Context: an optimization exercise on an open-source flow, tuned for small area and few clock cycles per item. The choices shown serve that exercise and are no tape-out recipe. The RTL was checked by simulation tests, not by an equivalence proof against the original design.

==> flow/design.v, too long to show whole: its modules and the start of the top module <==
// module escc_sum_q: 151 lines
// module escc_sum_r: 79 lines
// module escc_sum_q4: 33 lines
// module escc_sum_days: 135 lines
// module escc_sum_sod: 79 lines
// module escc_sum_r4: 86 lines
// module escc_sum_hh: 19 lines
// module escc_sum_rs: 34 lines
// module escc_sum_tot: 197 lines
// module escc_sum_min: 41 lines
// module escc_sum_hour: 18 lines
// module escc_sum_year: 31 lines
// module escc_sum_sec: 14 lines
// module escc_sum_day: 24 lines
// module escc_dpath: 185 lines
// module epoch_seconds_calendar_converter: 57 lines
module epoch_seconds_calendar_converter (
  input  logic        clk,
  input  logic        rst_n,
  input  logic        in_valid,
  output logic        in_ready,
  input  logic        in_op,
  input  logic [31:0] in_epoch_seconds,
  input  logic [7:0]  in_year,
  input  logic [3:0]  in_month,
  input  logic [4:0]  in_day,
  input  logic [4:0]  in_hour,
  input  logic [5:0]  in_minute,
  input  logic [5:0]  in_second,
  output logic        out_valid,
  input  logic        out_ready,
  output logic [31:0] res_seconds,
  output logic [7:0]  res_year,
  output logic [3:0]  res_month,
  output logic [4:0]  res_day,
  output logic [4:0]  res_hour,
  output logic [5:0]  res_minute,
  output logic [5:0]  res_second,
  output logic [1:0]  status
);
  // ...
==> flow/flow/run.sh <==
#!/bin/bash
# The standard layout (bash standard.sh) with these changes:
#  - synthesis skips the ABC pass inside Yosys's generic synth script (SYNTH_ARGS=-noabc),
#    so the full adders that extract_fa finds keep the polarity the RTL gives them
#    (the final technology mapping by ABC still runs);
#  - the port buffers that global placement inserts are sky130_fd_sc_hd__buf_1;
#  - clock tree synthesis uses sky130_fd_sc_hd__clkbuf_4 and _8 and adds no dummy loads.
# Each step's full output goes to its own log file here; ORFS keeps its per-step logs
# under orfs/logs/.
set -euo pipefail
export BUFFER_PORTS_ARGS="-buffer_cell sky130_fd_sc_hd__buf_1"
export CTS_ARGS="-sink_clustering_enable -repair_clock_nets -buf_list {sky130_fd_sc_hd__clkbuf_4 sky130_fd_sc_hd__clkbuf_8} -dont_use_dummy_load"
bash standard.sh "SYNTH_ARGS=-noabc" synth > synth.log 2>&1
bash standard.sh "SYNTH_ARGS=-noabc" "BUFFER_PORTS_ARGS=$BUFFER_PORTS_ARGS" "CTS_ARGS=$CTS_ARGS" \
  finish > layout.log 2>&1
==> flow/standard.sh <==
#!/bin/bash
# synth_recipe.tcl (not shown) runs the flow's synth.tcl, then flattens the netlist and writes it again
# the make line also repeats each setting of config.mk as NAME=value (left out here)
make -C /OpenROAD-flow-scripts/flow DESIGN_CONFIG=/design/flow/config.mk WORK_HOME=/design/flow/orfs CLKGATE_MAP_FILE= SYNTH_SCRIPT=/design/flow/synth_recipe.tcl "${@:-finish}"
==> flow/config.mk <==
export PLATFORM = sky130hd
export DESIGN_NAME = epoch_seconds_calendar_converter
export DESIGN_NICKNAME = epoch_seconds_calendar_converter
export VERILOG_FILES = /design/flow/design.v
export SDC_FILE = /design/flow/constraint.sdc
export NUM_CORES = 4
export LEC_CHECK = 0
export CAP_MARGIN = 20
export CORE_MARGIN = 2
export CORE_UTILIZATION = 40
export CTS_BUF_LIST = sky130_fd_sc_hd__clkbuf_4 sky130_fd_sc_hd__clkbuf_8
export SLEW_MARGIN = 20
==> flow/constraint.sdc <==
create_clock -name core_clock -period 8.0 [get_ports {clk}]
set_input_delay 1.6000 -clock core_clock [delete_from_list [all_inputs] [get_ports {clk}]]
set_output_delay 1.6000 -clock core_clock [all_outputs]
set_load 0.01 [all_outputs]
==> results.ini, run 1 <==
[status]
run_status=complete, no violations

[detailed_routing]
routed_wire_length_per_instance_um=15.9
maxUsedRoutingLayer=met4
wirelength_um=30400
drc=0
post_route_antenna_net_violation_count=0

[global_route]
grt_overflow_total=0
most_used_routing_layer_in_global_routing=met2
antenna_violations_before_repair=1
global_route_met1_usage_pct=22.4
grt_usage_pct=16.7

[worst_setup_path]
critical_path_launch_point=u_dp.r3[23]
worstSetupEndpoint=res_day[4]
max_stage_delay_ps=550
arrival_time_reported_for_the_critical_path_endpoint_ps=5790

[final_layout]
fin_util_pct=44.1
clock_buffers=17
reg.largest.list=u_dp.r2 (37), u_dp.r3 (35), u_dp.r1 (34)
post_layout_nonfiller_instances=1911
buffer_share_of_cell_area_pct=3.82

[yosys]
syn-cell-area_um2=15200
postSynth.asyncResetShare_pct=0
synth_mux_area_share_pct=5.92
synth-compound-area-share_pct=5.82
synth_cell_type_count=58

[clock_network]
cts-buffers-inserted=17
worst_skew_pair.late_latency_ps=440

[timing]
max-slew-margin-rel_pct=36.4
timing_worst_slew_pin_value_ps=954
timing.final.crit_period_ps=7390
setup_tns_ps=0

[floorplanning]
die-area_um2=39500
chipHeight_um=199
io_pins=141
rows=71

[place]
number_of_cells_in_the_design_after_placement=1893
dpl-instance-area_um2=16300
place.port_buffers=140

[worst_hold_path]
timing.hold.worst.class=flop to flop

[flow_run]
max-cap-violations=0

Testbench counts, summed over its fixed seeds: cycles 3,224, items 3,200.
==> run 2: changes to the inputs <==
==> flow/flow/run.sh (replaced) <==
#!/bin/bash
# The standard layout (bash standard.sh) with these changes:
#  - synthesis skips the ABC pass inside Yosys's generic synth script (SYNTH_ARGS=-noabc),
#    so the full adders that extract_fa finds keep the polarity the RTL gives them
#    (the final technology mapping by ABC still runs);
#  - the port buffers that global placement inserts are sky130_fd_sc_hd__buf_1;
#  - clock tree synthesis uses sky130_fd_sc_hd__clkbuf_4 and adds no dummy loads.
# Each step's full output goes to its own log file here; ORFS keeps its per-step logs
# under orfs/logs/.
set -euo pipefail
export BUFFER_PORTS_ARGS="-buffer_cell sky130_fd_sc_hd__buf_1"
export CTS_ARGS="-sink_clustering_enable -repair_clock_nets -buf_list sky130_fd_sc_hd__clkbuf_4 -dont_use_dummy_load"
bash standard.sh "SYNTH_ARGS=-noabc" synth > synth.log 2>&1
bash standard.sh "SYNTH_ARGS=-noabc" "BUFFER_PORTS_ARGS=$BUFFER_PORTS_ARGS" "CTS_ARGS=$CTS_ARGS" \
  finish > layout.log 2>&1
--- a/flow/config.mk
+++ b/flow/config.mk
@@ -9,4 +9,4 @@
 export CORE_MARGIN = 2
 export CORE_UTILIZATION = 40
-export CTS_BUF_LIST = sky130_fd_sc_hd__clkbuf_4 sky130_fd_sc_hd__clkbuf_8
+export CTS_BUF_LIST = sky130_fd_sc_hd__clkbuf_4
 export SLEW_MARGIN = 20
==> run 2 against run 1 <==
Sequential share of layout area grew 0.13 points. Fmax shrank 1.0%. Wire length is essentially flat. Utilization fell by 0.28 points. Clock skew rose by 18 ps. Critical path depth unchanged.
==> results.ini, run 2 <==
[floorplanning]
chipHeight_um=199  ; unchanged
rows=71  ; unchanged
initial_core_utilization_pct=40.4
die_w_um=199
core_um2=37500
io_pins=141  ; unchanged
die-area_um2=39500  ; unchanged

[yosys]
syn_area_per_cell_um2=12.0
yosysTopAreaCell=sky130_fd_sc_hd__fa_1
yosys_warnings=2
most_common_library_cells_after_synthesis=292 x sky130_fd_sc_hd__fa_1, 149 x sky130_fd_sc_hd__inv_1, 129 x sky130_fd_sc_hd__ha_1
post-synth-top-count-cell=sky130_fd_sc_hd__fa_1
synth_enable_flop_cells=110
yosys.area.top_type_share_pct=38.6
synth.ff_latch_count=113
postSynth.asyncResetShare_pct=0  ; unchanged
synth_cell_type_count=58  ; unchanged
synth_top_flop_cell=sky130_fd_sc_hd__edfxtp_1
yosys-top-cells-area=sky130_fd_sc_hd__fa_1 39%, sky130_fd_sc_hd__edfxtp_1 22%, sky130_fd_sc_hd__ha_1 11%, sky130_fd_sc_hd__mux2_2 3.9%, sky130_fd_sc_hd__inv_1 3.7%
synthCells=1264
syn_nets=1756
syn-cell-area_um2=15200  ; unchanged
yosysSeqAreaShare_pct=22.2

[worst_setup_path]
critPathCaptureType=output pin
startpoint_type=flop
critical_path_class=flop to output pin
regToRegSetupSlack_ps=790
worstSetupEndpoint=res_day[4]
crit-reg2reg-launch=u_dp.r2[18]
rr_worst_depth=17
critical_path_peak_fanout=11
critical_path_launch_point=u_dp.r3[23]
r2r-end=u_dp.r3[26]
arrival_time_reported_for_the_critical_path_endpoint_ps=5860  ; +70 ps
worst_ep_required_time_ps=6400

[clock_network]
post_cts_setup_buffers=0
clock-root-buffer=sky130_fd_sc_hd__clkbuf_4
cts.htree.levels=4
tritoncts_clock_tree=done
worst_setup_hold_path_clk_slew_ps=100
cts_buffer_depth=2
cts-buffers-inserted=17  ; unchanged
worst_skew_pair.late_latency_ps=530  ; +90 ps
hold_buffers=0
tritoncts_num_sinks=113

[global_route]
grt_overflow_total=0  ; unchanged
antenna_violations_before_repair=1  ; unchanged
grt_max_degree=75
grt_pass1_wl_um=51900
via_count_of_the_first_global_routing_pass=10100
grt_usage_pct=16.8  ; +0.026 points

[timing]
hold_violations=0
final_max_slew_viol_count=0
timing.final.crit_period_ps=7460  ; +76.1 ps
timing_worst_slew_pin_value_ps=956  ; +1.85 ps
final.setup_skew_ps=45.1
report.final.setup_viol=0
max-slew-margin-rel_pct=36.3  ; -0.12 points
timing.final.crit_share_pct=93.3
fmax_ghz=0.134
setup_tns_ps=0  ; unchanged
grt_setup_unrepaired=no

[final_layout]
max_ffs_per_register=37
area_delta_synth_final_pct=8.37
post_layout_nonfiller_instances=1911  ; unchanged
layout_common_cells=292 x sky130_fd_sc_hd__fa_1, 149 x sky130_fd_sc_hd__inv_1, 139 x sky130_fd_sc_hd__buf_1, 129 x sky130_fd_sc_hd__ha_1, 110 x sky130_fd_sc_hd__edfxtp_1
top_register=u_dp.r2
layout.cells.most_common=sky130_fd_sc_hd__fa_1
design.final.nets=1893
post_route_cells_drive_above_1_share_pct=7.01
reg.largest.list=u_dp.r2 (37), u_dp.r3 (35), u_dp.r1 (34)

[status]
run_status=complete, no violations

[place]
place_congestion=0.847
place.port_buffers=140  ; unchanged
number_of_cells_in_the_design_after_placement=1893  ; unchanged
dp.final_hpwl_um=25400

[detailed_routing]
route.detailed.vias_per_inst=4.85
initialDrtViolationCount=385
wirelength_um=30400  ; about the same
vias=9264
post_route_antenna_net_violation_count=0  ; unchanged
routed_wire_length_per_instance_um=15.9  ; about the same
drc=0  ; unchanged
firstDrtPassIters=6

[flow_run]
max-cap-violations=0  ; unchanged

[worst_hold_path]
timing.hold.worst.class=flop to flop

run 2: layout make-up:
cell class | count | area, um^2
multi-input cells | 966 | 11100
diodes | 1 | 2.50
fillers | 3589 | 21100
flip-flops and latches | 113 | 3360
clock buffers | 17 | 128
repair buffers | 154 | 632
inverters | 149 | 559
well taps | 511 | 639
run 2: through the flow:
stage	utilization [%]	hold WS (ps)	cell area [um^2]	setup slack, ps
after CTS	43.8	471	16400	397
after detailed placement	43.5	454	16300	788
after floorplan	-	421	15200	548
final	43.8	463	16400	537
after global routing	43.8	533	16400	42.3
after global placement	43.5	449	16300	898
run 2: how the worst min path moves through the flow:
stage,start,to,depth (start not counted)
floorplan,u_dp.op_c,u_dp.op_d,0
global placement,valid_r[1],valid_r[2],2
detailed placement,valid_r[1],valid_r[2],2
CTS,valid_r[1],valid_r[2],2
global route,valid_r[1],valid_r[2],2
finish,valid_r[1],valid_r[2],2
run 2: cells by family after synthesis:
family                   Yosys count  synth area share (%)
multiplexers                      83                  5.92
AO/OA/AOI/OAI                    144                  5.82
buffers and inverters            185                  4.66
XOR/XNOR                          62                  3.73
adder cells (fa/ha/maj)          422                  49.3
flip-flops                       113                  22.2
AND/OR/NAND/NOR                  255                  8.43
run 2: what timing repair did:
action | 4_1_cts | 5_1_grt
endpoints found under the hold margin | 0 | 0
setup endpoints to repair | 0 | 1
gates resized for setup | 0 | 1
run 2: routing by layer:
layer	wire length, um	track usage [%]	vias to the layer above
met5	0	0	-
met4	268	3.45	0
met3	874	2.03	11
met2	15000	29.3	165
met1	14200	22.5	4643
li1	-	-	4445
run 2: worst max-delay path: stages (launching register included):
cell	delay (ps)
sky130_fd_sc_hd__edfxtp_1	560
sky130_fd_sc_hd__nand2_1	120
sky130_fd_sc_hd__a221oi_1	290
sky130_fd_sc_hd__ha_1	300
sky130_fd_sc_hd__a21oi_1	130
sky130_fd_sc_hd__nor2b_1	50
sky130_fd_sc_hd__o21ai_0	190
sky130_fd_sc_hd__a32oi_1	90
sky130_fd_sc_hd__ha_1	230
sky130_fd_sc_hd__ha_1	370
sky130_fd_sc_hd__inv_1	130
sky130_fd_sc_hd__ha_1	250
sky130_fd_sc_hd__nor3_1	80
sky130_fd_sc_hd__o21ai_0	170
sky130_fd_sc_hd__o31ai_1	120
sky130_fd_sc_hd__fa_1	550
sky130_fd_sc_hd__inv_1	40
sky130_fd_sc_hd__ha_1	190
sky130_fd_sc_hd__fa_1	380
sky130_fd_sc_hd__fa_1	390
sky130_fd_sc_hd__xnor2_1	200
sky130_fd_sc_hd__xnor2_1	90
sky130_fd_sc_hd__and3_1	180
sky130_fd_sc_hd__nor3_1	120
sky130_fd_sc_hd__buf_1	170
==> run 3: changes to the inputs <==
==> flow/flow/run.sh (replaced) <==
#!/bin/bash
# The standard layout (bash standard.sh) with these changes:
#  - synthesis skips the ABC pass inside Yosys's generic synth script (SYNTH_ARGS=-noabc),
#    so the full adders that extract_fa finds keep the polarity the RTL gives them
#    (the final technology mapping by ABC still runs);
#  - the port buffers that global placement inserts are sky130_fd_sc_hd__buf_1;
#  - clock tree synthesis uses sky130_fd_sc_hd__clkbuf_8 and adds no dummy loads.
# Each step's full output goes to its own log file here; ORFS keeps its per-step logs
# under orfs/logs/.
set -euo pipefail
export BUFFER_PORTS_ARGS="-buffer_cell sky130_fd_sc_hd__buf_1"
export CTS_ARGS="-sink_clustering_enable -repair_clock_nets -buf_list sky130_fd_sc_hd__clkbuf_8 -dont_use_dummy_load"
bash standard.sh "SYNTH_ARGS=-noabc" synth > synth.log 2>&1
bash standard.sh "SYNTH_ARGS=-noabc" "BUFFER_PORTS_ARGS=$BUFFER_PORTS_ARGS" "CTS_ARGS=$CTS_ARGS" \
  finish > layout.log 2>&1
--- a/flow/config.mk
+++ b/flow/config.mk
@@ -9,4 +9,4 @@
 export CORE_MARGIN = 2
 export CORE_UTILIZATION = 40
-export CTS_BUF_LIST = sky130_fd_sc_hd__clkbuf_4
+export CTS_BUF_LIST = sky130_fd_sc_hd__clkbuf_8
 export SLEW_MARGIN = 20
==> run 3 against run 2 <==
Still clean on timing, DRC and antenna. Highest routed layer unchanged. Fmax is 1.0% higher. Non-clock buffer count stayed put. Critical path depth stayed put. Sequential share of layout area is 0.13 points lower. Utilization is 0.28 points higher.
==> results.ini, run 3 <==
[status]
run_status=complete, no violations

[final_layout]
design.final.nets=1893  ; unchanged
layout.cells.most_common=sky130_fd_sc_hd__fa_1
reg.largest.list=u_dp.r2 (37), u_dp.r3 (35), u_dp.r1 (34)
top_register=u_dp.r2
layout_common_cells=292 x sky130_fd_sc_hd__fa_1, 149 x sky130_fd_sc_hd__inv_1, 139 x sky130_fd_sc_hd__buf_1, 129 x sky130_fd_sc_hd__ha_1, 110 x sky130_fd_sc_hd__edfxtp_1
post_route_cells_drive_above_1_share_pct=7.01  ; unchanged
max_ffs_per_register=37  ; unchanged
area_delta_synth_final_pct=9.07
filler_cell_count=3574  ; -0.42%

[timing]
final_max_slew_viol_count=0  ; unchanged
final.setup_skew_ps=26.9  ; -18.2 ps
report.final.setup_viol=0  ; unchanged
whs_ps=459  ; -4.14 ps
max-slew-margin-rel_pct=36.4  ; +0.12 points
fmax_ghz=0.135  ; +1.0%
timing_worst_slew_pin_value_ps=954  ; -1.85 ps
hold_violations=0  ; unchanged
grt_setup_unrepaired=no
setup_tns_ps=0  ; unchanged
timing.final.crit_period_ps=7390  ; -76.1 ps
timing.final.crit_share_pct=92.3  ; -0.95 points

[detailed_routing]
wirelength_um=30400  ; about the same
vias=9259  ; -0.054%
firstDrtPassIters=5  ; -1
post_route_antenna_net_violation_count=0  ; unchanged
initialDrtViolationCount=399  ; +3.6%
routed_wire_length_per_instance_um=15.9  ; about the same
route.detailed.vias_per_inst=4.85  ; about the same
drc=0  ; unchanged

[yosys]
postSynth.asyncResetShare_pct=0  ; unchanged
post-synth-top-count-cell=sky130_fd_sc_hd__fa_1
synth_enable_flop_cells=110  ; unchanged
syn-cell-area_um2=15200  ; unchanged
yosys.area.top_type_share_pct=38.6  ; unchanged
synth_top_flop_cell=sky130_fd_sc_hd__edfxtp_1
yosysTopAreaCell=sky130_fd_sc_hd__fa_1
yosys-top-cells-area=sky130_fd_sc_hd__fa_1 39%, sky130_fd_sc_hd__edfxtp_1 22%, sky130_fd_sc_hd__ha_1 11%, sky130_fd_sc_hd__mux2_2 3.9%, sky130_fd_sc_hd__inv_1 3.7%
syn_area_per_cell_um2=12.0  ; unchanged
syn_nets=1756  ; unchanged
most_common_library_cells_after_synthesis=292 x sky130_fd_sc_hd__fa_1, 149 x sky130_fd_sc_hd__inv_1, 129 x sky130_fd_sc_hd__ha_1
synth_cell_type_count=58  ; unchanged
yosysSeqAreaShare_pct=22.2  ; unchanged
yosys_warnings=2  ; unchanged
synth.ff_latch_count=113  ; unchanged
synthCells=1264  ; unchanged

[floorplanning]
die_w_um=199  ; unchanged
chipHeight_um=199  ; unchanged
initial_core_utilization_pct=40.4  ; unchanged
die-area_um2=39500  ; unchanged
io_pins=141  ; unchanged
core_um2=37500  ; unchanged
rows=71  ; unchanged

[global_route]
grt_overflow_total=0  ; unchanged
grt_usage_pct=16.7  ; -0.026 points
via_count_of_the_first_global_routing_pass=10100  ; -0.0099%
antenna_violations_before_repair=1  ; unchanged
grt_max_degree=75  ; unchanged
grt_pass1_wl_um=51700  ; -0.28%

[worst_setup_path]
crit_chain=nand2_1, a221oi_1, ha_1, a21oi_1, nor2b_1, o21ai_0, a32oi_1, ha_1, ha_1, inv_1, ha_1, nor3_1, o21ai_0, o31ai_1, fa_1, inv_1, ha_1, fa_1, fa_1, xnor2_1, xnor2_1, and3_1, nor3_1, buf_1
critPathCaptureType=output pin
critical_path_peak_fanout=11  ; unchanged
cp_slowest_cell=sky130_fd_sc_hd__edfxtp_1
critical_path_class=flop to output pin
startpoint_type=flop
arrival_time_reported_for_the_critical_path_endpoint_ps=5790  ; -70 ps
worst_ep_required_time_ps=6400  ; about the same
max_stage_delay_ps=550  ; about the same
crit_path_frequent_cell=sky130_fd_sc_hd__ha_1

[place]
place_congestion=0.847  ; unchanged
dp.final_hpwl_um=25400  ; unchanged
place.port_buffers=140  ; unchanged

[flow_run]
max-cap-violations=0  ; unchanged

[clock_network]
clock-root-buffer=sky130_fd_sc_hd__clkbuf_8
hold_buffers=0  ; unchanged
worst_skew_pair.late_latency_ps=440  ; -90 ps
worst_setup_hold_path_clk_slew_ps=70  ; -30 ps
cts-buffers-inserted=17  ; unchanged
cts.htree.levels=4  ; unchanged
tritoncts_clock_tree=done
cts_buffer_depth=2  ; unchanged
tritoncts_num_sinks=113  ; unchanged

[worst_hold_path]
timing.hold.worst.class=flop to flop

==> run 3: cell counts after synthesis <==
Identical to the previous run, type by type.
==> run 3: final timing paths <==
check / start / end / slack [ps] / cells after the start
setup / recovery: u_dp.r3[23] / res_day[4] / 610 / 24
hold / removal: valid_r[1] / valid_r[2] / 460 / 2
hold reg to reg: valid_r[1] / valid_r[2] / 460 / 2
setup reg to reg: u_dp.r2[18] / u_dp.r3[26] / 800 / 17
==> run 3: through the flow <==
| stage | worst slack [ps] | utilization [%] | instances | area, um^2 |
|---|---|---|---|---|
| floorplan | 548 | - | 1264 | 15200 |
| global placement | 898 | 43.5 | 1893 | 16300 |
| CTS | 513 | 44.1 | 1910 | 16500 |
| finish | 613 | 44.1 | 1911 | 16500 |
| global route | 158 | 44.1 | 1910 | 16500 |
| detailed placement | 788 | 43.5 | 1893 | 16300 |
==> run 3: final cells by class <==
type / count / area, um^2 / area share [%]
Sequential cell: 113 / 3360 / 20.3
Clock buffer: 17 / 234 / 1.41
Tap cell: 511 / 639 / 3.87
Timing Repair Buffer: 154 / 632 / 3.82
Multi-Input combinational cell: 966 / 11100 / 67.2
Antenna cell: 1 / 2.50 / 0.0151
Inverter: 149 / 559 / 3.38
==> run 3: cells by family after synthesis <==
kind of cell    Yosys count  synth area share, %
compound gates          144                 5.82
xor+xnor                 62                 3.73
fa+ha+maj               422                 49.3
buf+inv                 185                 4.66
flops                   113                 22.2
mux                      83                 5.92
simple gates            255                 8.43
==> run 3: layer usage <==
metal | GRT usage [%] | routed length, um | part of all wire [%] | up-vias
met4 | 4.12 | 416 | 1.4 | 0
met5 | 0 | 0 | 0 | -
li1 | - | - | - | 4438
met3 | 2.10 | 962 | 3.2 | 18
met2 | 29.0 | 14900 | 49 | 173
met1 | 22.4 | 14100 | 46 | 4630
==> run 3: worst max-delay path, delay by kind of cell (launching register included) <==
family / cells / cell delay (ps)
adder cells (fa/ha/maj): 8 / 2660
AO/OA/AOI/OAI: 6 / 990
flip-flops: 1 / 550
AND/OR/NAND/NOR: 5 / 550
buffers and inverters: 3 / 340
XOR/XNOR: 2 / 290
==> run 3: timing repair <==
action                     in CTS  in global routing
gates resized for setup         0                  1
setup buffers                   0                  0
setup endpoints to repair       0                  1

[afterwards: timing with drivers on the ports]
The flow's constraints put no driver on any port. The routed layouts listed below were extracted and timed again, unchanged, in two steps.
Step 1 (the two cells are an assumption about what drives the block):
set clk [get_ports {clk}]
set_driving_cell -lib_cell sky130_fd_sc_hd__clkbuf_16 $clk
set_driving_cell -lib_cell sky130_fd_sc_hd__buf_2 [delete_from_list [all_inputs] $clk]
Step 2 adds t to the input delays and takes it off the output delays; t is the mean of the earliest and latest rising clock arrival at the registers after step 1. Input paths then give back, and output paths get back, about the clock's delay inside the block.
Slacks: ideal ports / drivers / drivers and shift; pairs: ideal ports / drivers.
| run | t (ns) | slack for setup (ns) | worst setup path at the end | worst register clock-pin slew, ns | worst data-port slew with drivers (ns) |
|---|---|---|---|---|---|
| run 1 | 0.470 | 0.613 / 0.572 / 0.801 | register to register | 0.08 / 0.08 | 0.03 |
| run 2 | 0.551 | 0.537 / 0.492 / 0.789 | register to register | 0.12 / 0.12 | 0.03 |
| run 3 | 0.470 | 0.613 / 0.572 / 0.801 | register to register | 0.08 / 0.08 | 0.03 |
After both steps setup and hold are still met in every run listed.
